This is an optimization exercise on Yosys and OpenROAD, whose aim is small area, not a production implementation. Only simulation tests tie the RTL to the original design; equivalence was not proved. No activity file was given, so power comes from the tool's default toggle rates.

`flow/config.mk`:
```
export PLATFORM = sky130hd
export DESIGN_NAME = mips32_pipeline_cpu
export DESIGN_NICKNAME = mips32_pipeline_cpu
export VERILOG_FILES = /design/flow/design.v
export SDC_FILE = /design/flow/constraint.sdc
export NUM_CORES = 4
export LEC_CHECK = 0
export CAP_MARGIN = 5
export CORE_MARGIN = 2
export CORE_UTILIZATION = 55
export SLEW_MARGIN = 5
export SYNTH_HIERARCHICAL = 1
export SYNTH_MINIMUM_KEEP_SIZE = 0
```
`flow/standard.sh`:
```
#!/bin/bash
# synth_recipe.tcl (not shown) runs the flow's synth.tcl, then flattens the netlist and writes it again
# the make line also repeats each setting of config.mk as NAME=value (left out here)
make -C /OpenROAD-flow-scripts/flow DESIGN_CONFIG=/design/flow/config.mk WORK_HOME=/design/flow/orfs CLKGATE_MAP_FILE= SYNTH_SCRIPT=/design/flow/synth_recipe.tcl "${@:-finish}"
```
`flow/constraint.sdc`:
```
create_clock -name core_clock -period 10.0 [get_ports {clk}]
set_input_delay 2.0000 -clock core_clock [delete_from_list [all_inputs] [get_ports {clk}]]
set_output_delay 2.0000 -clock core_clock [all_outputs]
set_load 0.01 [all_outputs]
```
`flow/design.v`:
```
module mips32_pipeline_cpu (
   input  logic        clk,
   input  logic        reset,
   input  logic [31:0] imem_data,
   input  logic        imem_ready,
   output logic [31:0] imem_addr,
   input  logic [31:0] dmem_rdata,
   output logic        dmem_we,
   output logic [31:0] dmem_addr,
   output logic [31:0] dmem_wdata,
   output logic [31:0] cycle_count,
   output logic [31:0] inst_count,
   output logic [31:0] branch_predict_correct,
   output logic [31:0] branch_predict_total
);
   localparam logic [5:0] OP_R = 6'h00, OP_J = 6'h02, OP_JAL = 6'h03, OP_BEQ = 6'h04,
                          OP_BNE = 6'h05, OP_ADDI = 6'h08, OP_ADDIU = 6'h09, OP_SLTI = 6'h0A,
                          OP_SLTIU = 6'h0B, OP_ANDI = 6'h0C, OP_ORI = 6'h0D, OP_XORI = 6'h0E,
                          OP_LUI = 6'h0F, OP_LW = 6'h23, OP_SW = 6'h2B;
   localparam logic [3:0] ALU_ADD = 4'd0, ALU_SUB = 4'd1, ALU_AND = 4'd2, ALU_OR = 4'd3,
                          ALU_XOR = 4'd4, ALU_NOR = 4'd5, ALU_SLT = 4'd6, ALU_SLTU = 4'd7,
                          ALU_SLL = 4'd8, ALU_SRL = 4'd9, ALU_SRA = 4'd10, ALU_LUI = 4'd11,
                          ALU_PC4 = 4'd12;
   logic [31:2] pc_q;
   logic        ifid_valid;
   logic [31:0] ifid_instr;
   logic        ex_valid, ex_use_imm, ex_mem_read, ex_mem_write, ex_beq, ex_bne, ex_immhi;
   logic [3:0]  ex_op;
   logic [4:0]  ex_rs, ex_rt, ex_dest;
   logic [15:0] ex_imm;
   logic [31:2] ex_pc4;
   logic        mem_valid, mem_read, mem_write;
   logic [4:0]  mem_dest;
   logic [31:0] mem_result, mem_store;
   logic        wb_valid;
   logic [31:0] regs [1:31];
   logic [31:1] reg_ok;
   logic [31:0] cyc_q, inst_q, bp_ok_q, bp_tot_q;
   logic [5:0]  opc, fn;
   logic [4:0]  rs, rt, rd;
   logic        uses_rs, uses_rt, jump, load_use, branch_taken;
   logic        d_use_imm, d_reg_write, d_mem_read, d_mem_write, d_beq, d_bne, d_zext;
   logic [3:0]  d_op;
   logic [4:0]  d_dest;
   assign opc = ifid_instr[31:26];
   assign fn  = ifid_instr[5:0];
   assign rs  = ifid_instr[25:21];
   assign rt  = ifid_instr[20:16];
   assign rd  = ifid_instr[15:11];
   always_comb begin
      d_op        = ALU_ADD;
      d_use_imm   = 1'b0;
      d_reg_write = 1'b0;
      d_mem_read  = 1'b0;
      d_mem_write = 1'b0;
      d_beq       = 1'b0;
      d_bne       = 1'b0;
      d_zext      = 1'b0;
      d_dest      = rt;
      uses_rs     = 1'b1;
      uses_rt     = 1'b0;
      jump        = 1'b0;
      case (opc)
         OP_R: begin
            uses_rt     = 1'b1;
            d_reg_write = 1'b1;
            d_dest      = rd;
            case (fn)
               6'h00: begin d_op = ALU_SLL; uses_rs = 1'b0; end
               6'h02: begin d_op = ALU_SRL; uses_rs = 1'b0; end
               6'h03: begin d_op = ALU_SRA; uses_rs = 1'b0; end
               6'h20, 6'h21: d_op = ALU_ADD;
               6'h22, 6'h23: d_op = ALU_SUB;
               6'h24: d_op = ALU_AND;
               6'h25: d_op = ALU_OR;
               6'h26: d_op = ALU_XOR;
               6'h27: d_op = ALU_NOR;
               6'h2A: d_op = ALU_SLT;
               6'h2B: d_op = ALU_SLTU;
               default: begin d_reg_write = 1'b0; uses_rs = 1'b0; uses_rt = 1'b0; end
            endcase
         end
         OP_J:   begin jump = 1'b1; uses_rs = 1'b0; end
         OP_JAL: begin
            jump = 1'b1; uses_rs = 1'b0;
            d_reg_write = 1'b1; d_dest = 5'd31; d_op = ALU_PC4;
         end
         OP_BEQ: begin d_beq = 1'b1; uses_rt = 1'b1; end
         OP_BNE: begin d_bne = 1'b1; uses_rt = 1'b1; end
         OP_ADDI, OP_ADDIU: begin d_use_imm = 1'b1; d_reg_write = 1'b1; end
         OP_SLTI:  begin d_use_imm = 1'b1; d_reg_write = 1'b1; d_op = ALU_SLT; end
         OP_SLTIU: begin d_use_imm = 1'b1; d_reg_write = 1'b1; d_op = ALU_SLTU; end
         OP_ANDI:  begin d_use_imm = 1'b1; d_reg_write = 1'b1; d_op = ALU_AND; d_zext = 1'b1; end
         OP_ORI:   begin d_use_imm = 1'b1; d_reg_write = 1'b1; d_op = ALU_OR;  d_zext = 1'b1; end
         OP_XORI:  begin d_use_imm = 1'b1; d_reg_write = 1'b1; d_op = ALU_XOR; d_zext = 1'b1; end
         OP_LUI:   begin d_use_imm = 1'b1; d_reg_write = 1'b1; d_op = ALU_LUI; uses_rs = 1'b0; end
         OP_LW:    begin d_use_imm = 1'b1; d_reg_write = 1'b1; d_mem_read = 1'b1; end
         OP_SW:    begin d_use_imm = 1'b1; d_mem_write = 1'b1; end
         default:  uses_rs = 1'b0;
      endcase
      if (!d_reg_write) d_dest = 5'd0;
      jump     = jump && ifid_valid;
      load_use = ifid_valid && ex_mem_read && (ex_dest != 5'd0) &&
                 ((uses_rs && ex_dest == rs) || (uses_rt && ex_dest == rt));
   end
   logic id_go;    
   assign id_go = ifid_valid && !load_use && !branch_taken;
   logic [31:0] fwd_rs, fwd_rt, alu;
   logic [31:2] br_target;
   logic        eq, is_branch;
   logic [991:0] regs_flat;
   always_comb for (int i = 1; i < 32; i++) regs_flat[32*(i-1) +: 32] = regs[i];
   rf_port u_rs (.regs(regs_flat), .ok(reg_ok), .idx(ex_rs), .mem_dest(mem_dest),
                 .mem_read(mem_read), .mem_result(mem_result), .q(fwd_rs));
   rf_port u_rt (.regs(regs_flat), .ok(reg_ok), .idx(ex_rt), .mem_dest(mem_dest),
                 .mem_read(mem_read), .mem_result(mem_result), .q(fwd_rt));
   ex_alu u_alu (.a(fwd_rs), .rt_val(fwd_rt), .op(ex_op), .use_imm(ex_use_imm),
                 .imm(ex_imm), .immhi(ex_immhi), .pc4(ex_pc4), .y(alu), .eq(eq));
   br_add u_br (.pc4(ex_pc4), .imm(ex_imm), .immhi(ex_immhi), .y(br_target));
   assign is_branch    = ex_valid && (ex_beq || ex_bne);
   assign branch_taken = ex_valid && ((ex_beq && eq) || (ex_bne && !eq));
   logic [31:0] mem_wdata, store_d;
   logic        mem_we;
   assign mem_we     = (mem_dest != 5'd0);
   assign mem_wdata  = mem_read ? dmem_rdata : mem_result;
   assign store_d    = (mem_read && mem_we && mem_dest == ex_rt) ? dmem_rdata : fwd_rt;
   assign dmem_wdata = mem_store;
   assign dmem_addr  = mem_result;
   assign dmem_we    = mem_valid && mem_write;
   logic [31:2] pc_d, pc_inc;
   logic        fetch;
   inc1 #(.W(30)) u_pc_inc (.a(pc_q), .y(pc_inc));
   always_comb begin
      fetch = 1'b0;
      if (branch_taken)     pc_d = br_target;
      else if (load_use)    pc_d = pc_q;
      else if (jump)        pc_d = {pc_q[31:28], ifid_instr[25:0]};
      else if (!imem_ready) pc_d = pc_q;
      else begin
         pc_d  = pc_inc;
         fetch = 1'b1;
      end
   end
   logic [31:0] cyc_d, inst_d, bp_tot_d, bp_ok_d;
   inc1      #(.W(32)) u_cyc  (.a(cyc_q),    .y(cyc_d));
   inc_chain #(.W(32)) u_inst (.a(inst_q),   .ci(wb_valid),  .y(inst_d));
   inc_chain #(.W(32)) u_tot  (.a(bp_tot_q), .ci(is_branch), .y(bp_tot_d));
   inc_late  #(.W(32)) u_ok   (.a(bp_ok_q),  .en(is_branch && !branch_taken), .y(bp_ok_d));
   always_ff @(posedge clk or posedge reset) begin
      if (reset) begin
         pc_q       <= '0;
         ifid_valid <= 1'b0;
         ex_valid   <= 1'b0;
         mem_valid  <= 1'b0;
         mem_read   <= 1'b0;
         mem_write  <= 1'b0;
         mem_dest   <= 5'd0;
         mem_result <= 32'd0;
         mem_store  <= 32'd0;
         wb_valid   <= 1'b0;
         reg_ok     <= '0;
         cyc_q      <= '0;
         inst_q     <= '0;
         bp_ok_q    <= '0;
         bp_tot_q   <= '0;
      end else begin
         pc_q       <= pc_d;
         ifid_valid <= fetch || load_use;
         ex_valid   <= id_go;
         mem_valid  <= ex_valid;
         mem_read   <= ex_mem_read;
         mem_write  <= ex_mem_write;
         mem_dest   <= ex_dest;
         mem_result <= alu;
         mem_store  <= store_d;
         wb_valid   <= mem_valid;
         for (int i = 1; i < 32; i++) if (mem_we && mem_dest == 5'(i)) reg_ok[i] <= 1'b1;
         cyc_q      <= cyc_d;
         inst_q     <= inst_d;
         bp_tot_q   <= bp_tot_d;
         bp_ok_q    <= bp_ok_d;
      end
   end
   always_ff @(posedge clk) begin
      if (!load_use) ifid_instr <= imem_data;
      ex_use_imm   <= id_go && d_use_imm;
      ex_mem_read  <= id_go && d_mem_read;
      ex_mem_write <= id_go && d_mem_write;
      ex_beq       <= id_go && d_beq;
      ex_bne       <= id_go && d_bne;
      ex_op        <= id_go ? d_op : ALU_ADD;
      ex_rs        <= id_go ? rs : 5'd0;
      ex_rt        <= id_go ? rt : 5'd0;
      ex_dest      <= id_go ? d_dest : 5'd0;
      ex_imm       <= ifid_instr[15:0];
      ex_immhi     <= ifid_instr[15] && !d_zext;
      ex_pc4       <= pc_q;
      for (int i = 1; i < 32; i++) if (mem_we && mem_dest == 5'(i)) regs[i] <= mem_wdata;
   end
   assign imem_addr              = {pc_q, 2'b00};
   assign cycle_count            = cyc_q;
   assign inst_count             = inst_q;
   assign branch_predict_correct = bp_ok_q;
   assign branch_predict_total   = bp_tot_q;
endmodule
module rf_aoi222 (
   input  logic a1, a2, b1, b2, c1, c2,
   output logic y
);
   assign y = ~((a1 & a2) | (b1 & b2) | (c1 & c2));
endmodule
module rf_aoi22 (
   input  logic a1, a2, b1, b2,
   output logic y
);
   assign y = ~((a1 & a2) | (b1 & b2));
endmodule
module rf_nand4 (
   input  logic a, b, c, d,
   output logic y
);
   assign y = ~(a & b & c & d);
endmodule
module rf_mux32 (
   input  logic [31:0] d,
   input  logic [31:0] s,
   output logic        y
);
   logic [10:0] t;
   logic [2:0]  n;
   for (genvar k = 0; k < 10; k++) begin : g_t
      rf_aoi222 u (.a1(d[3*k]), .a2(s[3*k]), .b1(d[3*k+1]), .b2(s[3*k+1]),
                   .c1(d[3*k+2]), .c2(s[3*k+2]), .y(t[k]));
   end
   rf_aoi22 u_t10 (.a1(d[30]), .a2(s[30]), .b1(d[31]), .b2(s[31]), .y(t[10]));
   rf_nand4 u_n0 (.a(t[0]), .b(t[1]), .c(t[2]), .d(t[3]), .y(n[0]));
   rf_nand4 u_n1 (.a(t[4]), .b(t[5]), .c(t[6]), .d(t[7]), .y(n[1]));
   assign n[2] = ~(t[8] & t[9] & t[10]);
   assign y = |n;
endmodule
module rf_port (
   input  logic [991:0] regs,
   input  logic [31:1]  ok,
   input  logic [4:0]   idx,
   input  logic [4:0]   mem_dest,
   input  logic         mem_read,
   input  logic [31:0]  mem_result,
   output logic [31:0]  q
);
   logic [31:0] s;
   logic        f_mem;
   always_comb begin
      f_mem = (mem_dest != 5'd0) && !mem_read && (mem_dest == idx);
      s[0]  = f_mem;
      for (int i = 1; i < 32; i++) s[i] = ok[i] && (idx == 5'(i)) && !f_mem;
   end
   for (genvar b = 0; b < 32; b++) begin : g_bit
      logic [31:0] d;
      assign d[0] = mem_result[b];
      for (genvar k = 1; k < 32; k++) begin : g_d
         assign d[k] = regs[32*(k-1) + b];
      end
      rf_mux32 u (.d(d), .s(s), .y(q[b]));
   end
endmodule
module lcu_bk #(
   parameter int W = 32
) (
   input  logic [W-1:0] p,
   input  logic [W-1:0] g,
   input  logic         ci,
   output logic [W-1:0] co
);
   logic [W-1:0] pp, gg;
   always_comb begin
      pp = p;
      gg = g;
      gg[0] = g[0] | (p[0] & ci);
      for (int i = 1; (1 << i) <= W; i++)
         for (int j = (1 << i) - 1; j < W; j += (1 << i)) begin
            gg[j] = gg[j] | (pp[j] & gg[j - (1 << (i - 1))]);
            pp[j] = pp[j] & pp[j - (1 << (i - 1))];
         end
      for (int i = 6; i > 0; i--)
         for (int j = (1 << i) + (1 << (i - 1)) - 1; j < W; j += (1 << i)) begin
            gg[j] = gg[j] | (pp[j] & gg[j - (1 << (i - 1))]);
            pp[j] = pp[j] & pp[j - (1 << (i - 1))];
         end
      co = gg;
   end
endmodule
module inc_chain #(
   parameter int W = 32
) (
   input  logic [W-1:0] a,
   input  logic         ci,
   output logic [W-1:0] y
);
   logic [W:0] c;
   always_comb begin
      c[0] = ci;
      for (int i = 0; i < W; i++) begin
         y[i]   = a[i] ^ c[i];
         c[i+1] = a[i] & c[i];
      end
   end
endmodule
module inc1 #(
   parameter int W = 32
) (
   input  logic [W-1:0] a,
   output logic [W-1:0] y
);
   logic [W:0] c;
   always_comb begin
      c[0] = 1'b1;
      for (int i = 0; i < W; i++) begin
         y[i]   = a[i] ^ c[i];
         c[i+1] = a[i] & c[i];
      end
   end
endmodule
module inc_late #(
   parameter int W = 32
) (
   input  logic [W-1:0] a,
   input  logic         en,
   output logic [W-1:0] y
);
   logic [W:0] t;
   always_comb begin
      t[0] = 1'b1;
      for (int i = 0; i < W; i++) begin
         y[i]   = a[i] ^ (en & t[i]);
         t[i+1] = a[i] & t[i];
      end
   end
endmodule
module br_add (
   input  logic [31:2] pc4,
   input  logic [15:0] imm,
   input  logic        immhi,
   output logic [31:2] y
);
   logic [16:0] c;
   logic [13:0] hi, hi_inc, hi_dec, hi_n;
   always_comb begin
      c[0] = 1'b0;
      for (int i = 0; i < 16; i++) begin
         y[i+2] = pc4[i+2] ^ imm[i] ^ c[i];
         c[i+1] = (pc4[i+2] & imm[i]) | (c[i] & (pc4[i+2] ^ imm[i]));
      end
   end
   assign hi   = pc4[31:18];
   assign hi_n = ~hi;
   inc1 #(.W(14)) u_inc (.a(hi), .y(hi_inc));
   inc1 #(.W(14)) u_dec (.a(hi_n), .y(hi_dec));    
   assign y[31:18] = (c[16] == immhi) ? hi : (c[16] ? hi_inc : ~hi_dec);
endmodule
module ex_alu (
   input  logic [31:0] a,
   input  logic [31:0] rt_val,
   input  logic [3:0]  op,
   input  logic        use_imm,
   input  logic [15:0] imm,
   input  logic        immhi,
   input  logic [31:2] pc4,
   output logic [31:0] y,
   output logic        eq
);
   localparam logic [3:0] ALU_ADD = 4'd0, ALU_SUB = 4'd1, ALU_AND = 4'd2, ALU_OR = 4'd3,
                          ALU_XOR = 4'd4, ALU_NOR = 4'd5, ALU_SLT = 4'd6, ALU_SLTU = 4'd7,
                          ALU_SLL = 4'd8, ALU_SRL = 4'd9, ALU_SRA = 4'd10, ALU_LUI = 4'd11,
                          ALU_PC4 = 4'd12;
   logic [31:0] b, bx, p, g, c, cin, t, sh_in, sh_out, y_al;
   logic        sub, lt, cp, cg, cc, inv, s_slt, s_sr, s_sl, s_lui, s_pc4;
   always_comb begin
      sub = 1'b0; cp = 1'b0; cg = 1'b0; cc = 1'b0; inv = 1'b0;
      s_slt = 1'b0; s_sr = 1'b0; s_sl = 1'b0; s_lui = 1'b0; s_pc4 = 1'b0;
      case (op)
         ALU_ADD:  begin cp = 1'b1; cc = 1'b1; end
         ALU_SUB:  begin cp = 1'b1; cc = 1'b1; sub = 1'b1; end
         ALU_AND:  cg = 1'b1;
         ALU_OR:   begin cp = 1'b1; cg = 1'b1; end
         ALU_XOR:  cp = 1'b1;
         ALU_NOR:  begin cp = 1'b1; cg = 1'b1; inv = 1'b1; end
         ALU_SLT, ALU_SLTU: begin sub = 1'b1; s_slt = 1'b1; end
         ALU_SLL:  s_sl = 1'b1;
         ALU_SRL, ALU_SRA: s_sr = 1'b1;
         ALU_LUI:  s_lui = 1'b1;
         ALU_PC4:  s_pc4 = 1'b1;
         default: ;
      endcase
   end
   assign b   = use_imm ? {{16{immhi}}, imm} : rt_val;
   assign bx  = b ^ {32{sub}};
   assign p   = a ^ bx;
   assign g   = a & bx;
   lcu_bk #(.W(32)) u_lcu (.p(p), .g(g), .ci(sub), .co(c));
   assign cin  = {c[30:0], sub};
   assign t    = (p & {32{cp}}) | (g & {32{cg}});
   assign y_al = t ^ ((cin & {32{cc}}) | {32{inv}});
   assign lt   = (op == ALU_SLTU) ? !c[31] : ((a[31] != b[31]) ? a[31] : (p[31] ^ c[30]));
   assign eq   = (p == 32'd0);
   always_comb begin
      for (int i = 0; i < 32; i++) sh_in[i] = s_sl ? rt_val[31 - i] : rt_val[i];
      sh_out = 32'($signed({(op == ALU_SRA) && rt_val[31], sh_in}) >>> imm[10:6]);
      for (int i = 0; i < 32; i++)
         y[i] = y_al[i] | (s_sr & sh_out[i]) | (s_sl & sh_out[31 - i]) |
                ((i >= 16) ? (s_lui & imm[i % 16]) : 1'b0) |
                ((i >= 2) ? (s_pc4 & pc4[(i < 2) ? 2 : i]) : 1'b0) |
                ((i == 0) ? (s_slt & lt) : 1'b0);
   end
endmodule
```
`flow/flow/run.sh`:
```
#!/bin/bash
# The standard layout (the standard.sh, synthesis unchanged) with two changes:
# port buffers are the smallest buffer, and the clock tree uses clkbuf_8 leaves in
# clusters of up to 14 sinks, without dummy loads.
# make's full output goes to flow_make.log; each ORFS step keeps its own log under orfs/logs/.
set -o pipefail
bash standard.sh \
   "BUFFER_PORTS_ARGS=-buffer_cell sky130_fd_sc_hd__buf_1" \
   "CTS_ARGS=-sink_clustering_enable -repair_clock_nets -buf_list sky130_fd_sc_hd__clkbuf_8 -sink_clustering_size 16 -sink_clustering_max_diameter 80 -dont_use_dummy_load" \
   finish > flow_make.log 2>&1
```
==> results of run 1 <==
==> area by class of cell <==
cell class / instances / area share (%)
antenna: 6 / 0.0227
clock buffer: 97 / 2.02
inverter: 51 / 0.300
multi-input combinational: 2509 / 33.0
sequential: 1365 / 58.7
tap: 1488 / 2.81
timing repair buffer: 418 / 3.10
==> cell families after synthesis <==
group,after synthesis,synth area share [%]
AND/OR/NAND/NOR,843,7.54
multiplexers,220,4.67
AO/OA/AOI/OAI,1120,16.5
other,1,0.00614
XOR/XNOR,125,1.79
adder cells (fa/ha/maj),199,4.26
flip-flops,1365,63.7
buffers and inverters,190,1.48
==> state kept, by name, indices dropped and copies added (netlist names), 30 cells and up, named ones only <==
signal	flops
reg_ok	31
mem_store	32
bp_tot_q	32
bp_ok_q	32
regs	992
inst_q	32
mem_result	32
ifid_instr	32
cyc_q	32
pc_q	30
ex_pc4	30
==> layer usage <==
layer | global-route usage (%) | routed length [µm] | part of all wire, % | vias to the layer above
li1 | - | - | - | 18375
met1 | 53.1 | 81500 | 38 | 22475
met2 | 55.5 | 95300 | 44 | 3760
met3 | 8.54 | 29200 | 13 | 506
met4 | 16.0 | 11000 | 5.1 | 2
met5 | 0 | 10 | 0.0046 | -
==> report_power, final <==
part,switching [mW],internal [mW]
registers,0.356,6.67
logic,1.34,0.615
clock network,1.71,0.867
total,3.41,8.15
==> stage by stage <==
step,instances,cell area [µm²]
after floorplan,4064,61000
after global placement,5831,64900
after detailed placement,5831,64900
after CTS,5928,66200
after global routing,5932,66200
final,5934,66200
==> how the worst min path moves through the flow <==
stage                  start         to  slack (ps)
2_1_floorplan   ex_mem_write  mem_write         320
3_3_place_gp       mem_valid   wb_valid         370
3_5_place_dp   ifid_instr[9]  ex_imm[9]         370
4_1_cts        ifid_instr[9]  ex_imm[9]         380
5_1_grt         ex_mem_write  mem_write         410
6_report       ifid_instr[9]  ex_imm[9]         390
==> per-module statistics from Yosys (local to each module, per instance), a selection <==
| module | area [µm²] | flip-flops and latches | times used | cells inside |
|---|---|---|---|---|
| ex_alu | 5110 | 0 | 1 | 645 |
| mips32_pipeline_cpu | 42100 | 1365 | 1 | 1829 |
| rf_aoi22 | 12.5 | 0 | 64 | 1 |
| rf_aoi222 | 10.0 | 0 | 640 | 1 |
| rf_mux32 | 10.0 | 0 | 64 | 2 |
| rf_nand4 | 6.26 | 0 | 128 | 1 |
| rf_port | 586 | 0 | 2 | 98 |
==> synthesized netlist by cell type, drive strengths merged (5+ instances only) <==
cell type	count
nand2	160
nor4	63
clkbuf	77
o221ai	10
nand2b	25
dfxtp	77
mux4	39
nor2	174
mux2	109
o21ai	62
o211ai	15
o21a	7
a221oi	16
a31oi	6
nand3b	5
dfrtp	264
inv	51
and2	14
nor4b	7
a22oi	101
and4	7
a21o	33
or3	7
a222oi	641
a21oi	149
buf	62
a211o	6
ha	183
nand4	207
edfxtp	1024
nand3	42
or2	37
fa	15
nor3	36
xnor2	69
o221a	5
a211oi	26
a221o	10
nor2b	27
and3	14
mux2i	72
xor2	56
==> flow_summary.yaml, run 1 <==
status:
  status: "timing/DRC/antenna clean"
die:
  start_util_pct: 55.3
  fp.dieH_um: 337
  die_w_um: 337
  die-area_um2: 114000
  fp-row-count: 122
  io_pins: 292
  core-area_um2: 110000
timing:
  min_period_over_period_pct: 79.8
  final-hold-violation-count: 0
  fin_tns_setup_ps: 0
  fin_worst_skew_ps: 125
  fmax_ghz: 0.125
  rsz0062_at_grt: "no"
  final-max-slew-violation-count: 0
  setup_viol: 0
  setup_slack_ps: 2020
  final.min_clock_period_ps: 7980
  relSlewSlack_pct: 26.1
  hold-worst-slack_ps: 388
  worst_pin_slew_ps: 1110
yosys:
  yosysSeqAreaShare_pct: 63.7
  async_flop_share_pct: 19.3
  yosysUniqueCellTypes: 103
  synth.area.top_cells: "edfxtp_1 (50%), dfrtp_1 (11%), a222oi_1 (11%)"
  syn-instance-count: 4063
  ys_warn_count: 18
  synth-edff-count: 1024
  synthFlopType: "edfxtp_1"
  synth_area_per_cell_um2: 15.0
  netlist_area_um2: 61000
  yosysTopAreaCellShare_pct: 50.4
  synth_area_leader_cell: "edfxtp_1"
  synth_seq_cells: 1365
critical_path:
  cp.required_ps: 10710
  max_stage_delay_ps: 610
  critPathLaunch: "mem_dest[2]"
  slowest_stage: "and3b_1"
  path_class: "flop to flop"
  critPathArrivalTime_ps: 8690
  crit_path_end: "bp_ok_q[30]"
  critical_path.cell_chain: "xor2_1 -> nor4_2 -> and3b_1 -> nor3_2 -> buf_4 -> a222oi_1 -> nand4_1 -> nor2_1 -> nand4_1 -> a21oi_1 -> xnor2_1 -> ha_1 -> nor4_1 -> nand4_1 -> nor2_1 -> mux2_2 -> nand2_1 -> and2_1 -> and4_1 -> and4_1 -> nand4_1 -> xnor2_1"
  cp_top_family: "simple AND/OR/NAND/NOR gates"
  r2r_start: "mem_dest[2]"
  critPathCaptureType: "flop"
  crit_buf_inv: 1
  r2r_end: "bp_ok_q[30]"
  crit_fanout: 32
  worstRegToRegCells: 22
  path_depth: 22
  worstSetupStartpointType: "flop"
  timing.critical_path.mode_cell: "nand4_1"
  reg2reg_slack_ps: 2020
drt:
  routed_wl_um: 217000
  vias: 45118
  drt-initial-drc-count: 10206
  routedWlPerCell_um: 36.6
  dr.pass1.iters: 15
  ant_nets: 0
  drcViolationCount: 0
  avgViaCountPerCell: 7.60
place:
  pre_cts_ws_ps: 2190
  port_buffers: 289
  dp_hpwl_um: 137000
  gp_congestion: 1.00
clocking:
  cts_buffers: 97
  path_clk_slew_ps: 100
  cts.hold.buffers_added: 0
  cts_tree: "done"
  clock-root-buffer: "clkbuf_8"
  cts_buffer_depth: 3
  post_cts_resized: 0
  cts_sinks: 1365
  cts.htree.levels: 3
  cts_setup_buffers: 0
  clk_latency_ps: 820
grt:
  grt_overflow_total: 0
  grt_max_degree: 83
  grt_pass1_wl_um: 305000
  antenna_found_initial: 7
  grt_pass1_vias: 42089
  grt_use_total_pct: 37.4
hold_path:
  worstHoldPathCells: 0
  hp-class: "flop to flop"
power:
  p_leak_nw: 23.2
  irDropWorstVdd_v: 0.000126
  pwr_density_cell_nw_per_um2: 174
  power_mw: 11.6
cells_and_area:
  fillers: 8648
  seq_area_um2: 38900
  multi_input_area_um2: 21900
  area_growth_pct: 8.50
  final_cell_mix: "edfxtp_1 (1,024), a222oi_1 (641), buf_1 (289)"
  fin_nets: 4707
  drive_gt1_share_pct: 14.3
  final_common_cell: "edfxtp_1"
  final_util_pct: 60.0
job:
  maxCapViolCount: 0
==> run 2, diff against run 1 <==
--- a/flow/flow/run.sh
+++ b/flow/flow/run.sh
@@ -1,7 +1,7 @@
 #!/bin/bash
 # The standard layout (the standard.sh, synthesis unchanged) with two changes:
 # port buffers are the smallest buffer, and the clock tree uses clkbuf_8 leaves in
-# clusters of up to 14 sinks, without dummy loads.
+# clusters of up to 16 sinks, without dummy loads.
 # make's full output goes to flow_make.log; each ORFS step keeps its own log under orfs/logs/.
 set -o pipefail
 bash standard.sh \
--- a/flow/config.mk
+++ b/flow/config.mk
@@ -7,7 +7,8 @@
 export LEC_CHECK = 0
 export CAP_MARGIN = 5
 export CORE_MARGIN = 2
-export CORE_UTILIZATION = 55
+export CORE_UTILIZATION = 50
+export PLACE_DENSITY = 0.75
 export SLEW_MARGIN = 5
 export SYNTH_HIERARCHICAL = 1
 export SYNTH_MINIMUM_KEEP_SIZE = 0
==> run 2 against run 1 <==
Compared with the run above:
- critical path depth up 1
- die area up 9.9%
- sequential share of layout area down 0.14 points
- clock power about the same
- critical endpoint is now bp_ok_q[21]
- still clean on timing, DRC and antenna
- worst setup slack worse by 22 ps
- final cell count up 2.2%
- core utilization down 5.3 points
- register-to-register slack worse by 20 ps
- worst hold slack worse by 8.2 ps
==> flow_summary.yaml, run 2 <==
timing:
  min_period_over_period_pct: 80.0
  worst_pin_slew_ps: 1260
  fmax_ghz: 0.125
  rsz0062_at_grt: "no"
  setup_slack_ps: 2000
  hold-worst-slack_ps: 380
  setup_viol: 0
  final.min_clock_period_ps: 8000
  fin_worst_skew_ps: 105
  final-max-slew-violation-count: 0
  fin_tns_setup_ps: 0
  relSlewSlack_pct: 15.9
  final-hold-violation-count: 0
clocking:
  cts_setup_buffers: 0
  cts_sinks: 1365
  cts_buffer_depth: 3
  cts.htree.levels: 3
  cts.hold.buffers_added: 0
  clk_latency_ps: 880
  cts_buffers: 98
  post_cts_resized: 0
  cts_tree: "done"
  path_clk_slew_ps: 100
  clock-root-buffer: "clkbuf_8"
cells_and_area:
  largest_reg_flops: 992
  largest_register: "regs"
  instances_no_fill: 6065
  multi_input_area_um2: 21900
  fillers: 9837
  final_cell_mix: "edfxtp_1 (1,024), a222oi_1 (641), buf_1 (289)"
  drive_gt1_share_pct: 14.3
  final_common_cell: "edfxtp_1"
  area_growth_pct: 8.77
  seq_area_um2: 38900
  fin_nets: 4705
critical_path:
  reg2reg_slack_ps: 2000
  critical_path.cell_chain: "xor2_1 -> nor4_2 -> nor3b_2 -> buf_4 -> nor4_2 -> buf_4 -> a222oi_1 -> nand4_1 -> nor2_1 -> nand4_1 -> a21oi_1 -> xnor2_1 -> ha_1 -> nor4_1 -> nand4_1 -> nor2_1 -> mux2_2 -> nand2_1 -> and2_1 -> and4_1 -> nand4_4 -> nor4_1 -> xor2_1"
  crit_fanout: 32
  worstSetupStartpointType: "flop"
  critPathCaptureType: "flop"
  cp.required_ps: 10730
  cp_top_family: "simple AND/OR/NAND/NOR gates"
  crit_buf_inv: 2
  slowest_stage: "nand4_1"
  critPathArrivalTime_ps: 8740
  path_class: "flop to flop"
  timing.critical_path.mode_cell: "nand4_1"
  max_stage_delay_ps: 590
power:
  power_mw: 11.6
  pwr_density_cell_nw_per_um2: 175
  p_leak_nw: 23.2
  irDropWorstVdd_v: 0.000117
grt:
  grt_pass1_wl_um: 301000
  grt_max_degree: 153
  antenna_found_initial: 14
  grt_pass1_vias: 43919
  grt_use_total_pct: 32.6
  grt_overflow_total: 0
place:
  numPlacedInstances: 5965
  pre_cts_ws_ps: 2240
  gp_congestion: 1.04
  port_buffers: 289
  dp_hpwl_um: 132000
yosys:
  synth_seq_cells: 1365
  yosysUniqueCellTypes: 103
  async_flop_share_pct: 19.3
  netlist_top_cells_count: "edfxtp_1 (1,024), a222oi_1 (641), dfrtp_1 (264)"
  synthFlopType: "edfxtp_1"
  synth.area.top_cells: "edfxtp_1 (50%), dfrtp_1 (11%), a222oi_1 (11%)"
  netlist_area_um2: 61000
  synth_area_per_cell_um2: 15.0
  synth_area_leader_cell: "edfxtp_1"
  synth-edff-count: 1024
  synth.most_common_cell: "edfxtp_1"
  yosysTopAreaCellShare_pct: 50.4
  yosysSeqAreaShare_pct: 63.7
  ys_warn_count: 18
  syn-instance-count: 4063
die:
  fp.dieH_um: 353
  io_pins: 292
  start_util_pct: 50.3
  die-area_um2: 125000
  core-area_um2: 121000
  die_w_um: 353
  fp-row-count: 128
drt:
  avgViaCountPerCell: 7.65
  drcViolationCount: 0
  drt-initial-drc-count: 12255
  dr.pass1.iters: 17
  routed_wl_um: 211000
  ant_nets: 0
  vias: 46404
  routedWlPerCell_um: 34.7
job:
  maxCapViolCount: 0
status:
  status: "timing/DRC/antenna clean"
hold_path:
  hp-class: "flop to flop"
==> run 2: worst reg2reg max path, cell delays in order (launching register included) <==
cell	delay [ps]
dfrtp_1	550
xor2_1	240
nor4_2	410
nor3b_2	230
buf_4	300
nor4_2	100
buf_4	370
a222oi_1	470
nand4_1	260
nor2_1	430
nand4_1	590
a21oi_1	360
xnor2_1	90
ha_1	380
nor4_1	290
nand4_1	240
nor2_1	250
mux2_2	360
nand2_1	420
and2_1	260
and4_1	430
nand4_4	270
nor4_1	420
xor2_1	180
==> run 2: final timing paths <==
kind / start / cells after the start / to
worst min register to register: ifid_instr[9] / 0 / ex_imm[9]
worst max-delay path: mem_dest[2] / 23 / bp_ok_q[21]
worst max register to register: mem_dest[2] / 23 / bp_ok_q[21]
max in group asynchronous: reset / 3 / reg_ok[17]
worst min-delay path: ifid_instr[9] / 0 / ex_imm[9]
min in group asynchronous: reset / 2 / cyc_q[17]
==> run 2: report_power, final <==
part | internal, mW | total (mW) | switching, mW | leakage, nW
combinational | 0.616 | 2.00 | 1.38 | 8.95
sequential | 6.67 | 7.02 | 0.352 | 13.6
clock | 0.874 | 2.59 | 1.71 | 0.705
==> run 2: cell type report <==
class / instances / area share (%)
Multi-Input combinational cell: 2509 / 32.9
Sequential cell: 1365 / 58.6
Clock buffer: 98 / 2.03
Timing Repair Buffer: 415 / 3.08
Inverter: 51 / 0.300
Tap cell: 1625 / 3.06
Antenna cell: 2 / 0.00754
==> run 2: kinds of logic after synthesis <==
family,share of synthesized area (%)
other,0.00614
adder cells (fa/ha/maj),4.26
multiplexers,4.67
XOR/XNOR,1.79
buffers and inverters,1.48
flip-flops,63.7
AND/OR/NAND/NOR,7.54
AO/OA/AOI/OAI,16.5
==> run 2: modules after synthesis (local to each module, per instance), excerpt <==
module / cell area, µm² / cells / flip-flops and latches
br_add: 978 / 112 / 0
mips32_pipeline_cpu: 42100 / 1829 / 1365
ex_alu: 5110 / 645 / 0
rf_aoi22: 12.5 / 1 / 0
rf_aoi222: 10.0 / 1 / 0
rf_mux32: 10.0 / 2 / 0
rf_nand4: 6.26 / 1 / 0
rf_port: 586 / 98 / 0
==> run 2: routing by layer <==
| layer | part of all wire (%) | global-route usage (%) | up-vias |
|---|---|---|---|
| met5 | 0.037 | 0.189 | - |
| met4 | 6.4 | 16.7 | 12 |
| met3 | 18 | 10.7 | 757 |
| met2 | 42 | 46.9 | 4771 |
| met1 | 34 | 44.1 | 22499 |
| li1 | - | - | 18365 |
==> run 2: per-stage QoR <==
stage	utilization [%]	area (µm²)
2_1_floorplan	-	61000
3_3_place_gp	53.6	65000
3_5_place_dp	53.6	65000
4_1_cts	54.7	66400
5_1_grt	54.7	66400
6_report	54.7	66400

==> re-timing with driven ports <==
Ports are ideal in the flow. The routed layouts listed here were re-timed in OpenROAD.
Step 1: set_driving_cell puts a clkbuf_16 on clk and a buf_2 on each other input, an assumption about the parent block.
Step 2 moves the port delays by t, midway between the first and last clock arrival at a register: inputs arrive t later, outputs are due t later. That takes back most of the time a late clock gives input paths.
Three values: ideal, step 1, step 2; two values: the first two.
run | t (ns) | setup slack, ns | worst setup path at the end
run 1 | 0.836 | 2.021 / 2.021 / 2.021 | register to register
run 2 | 0.873 | 1.999 / 1.999 / 1.999 | register to register
After both steps setup and hold are still met in every run listed.
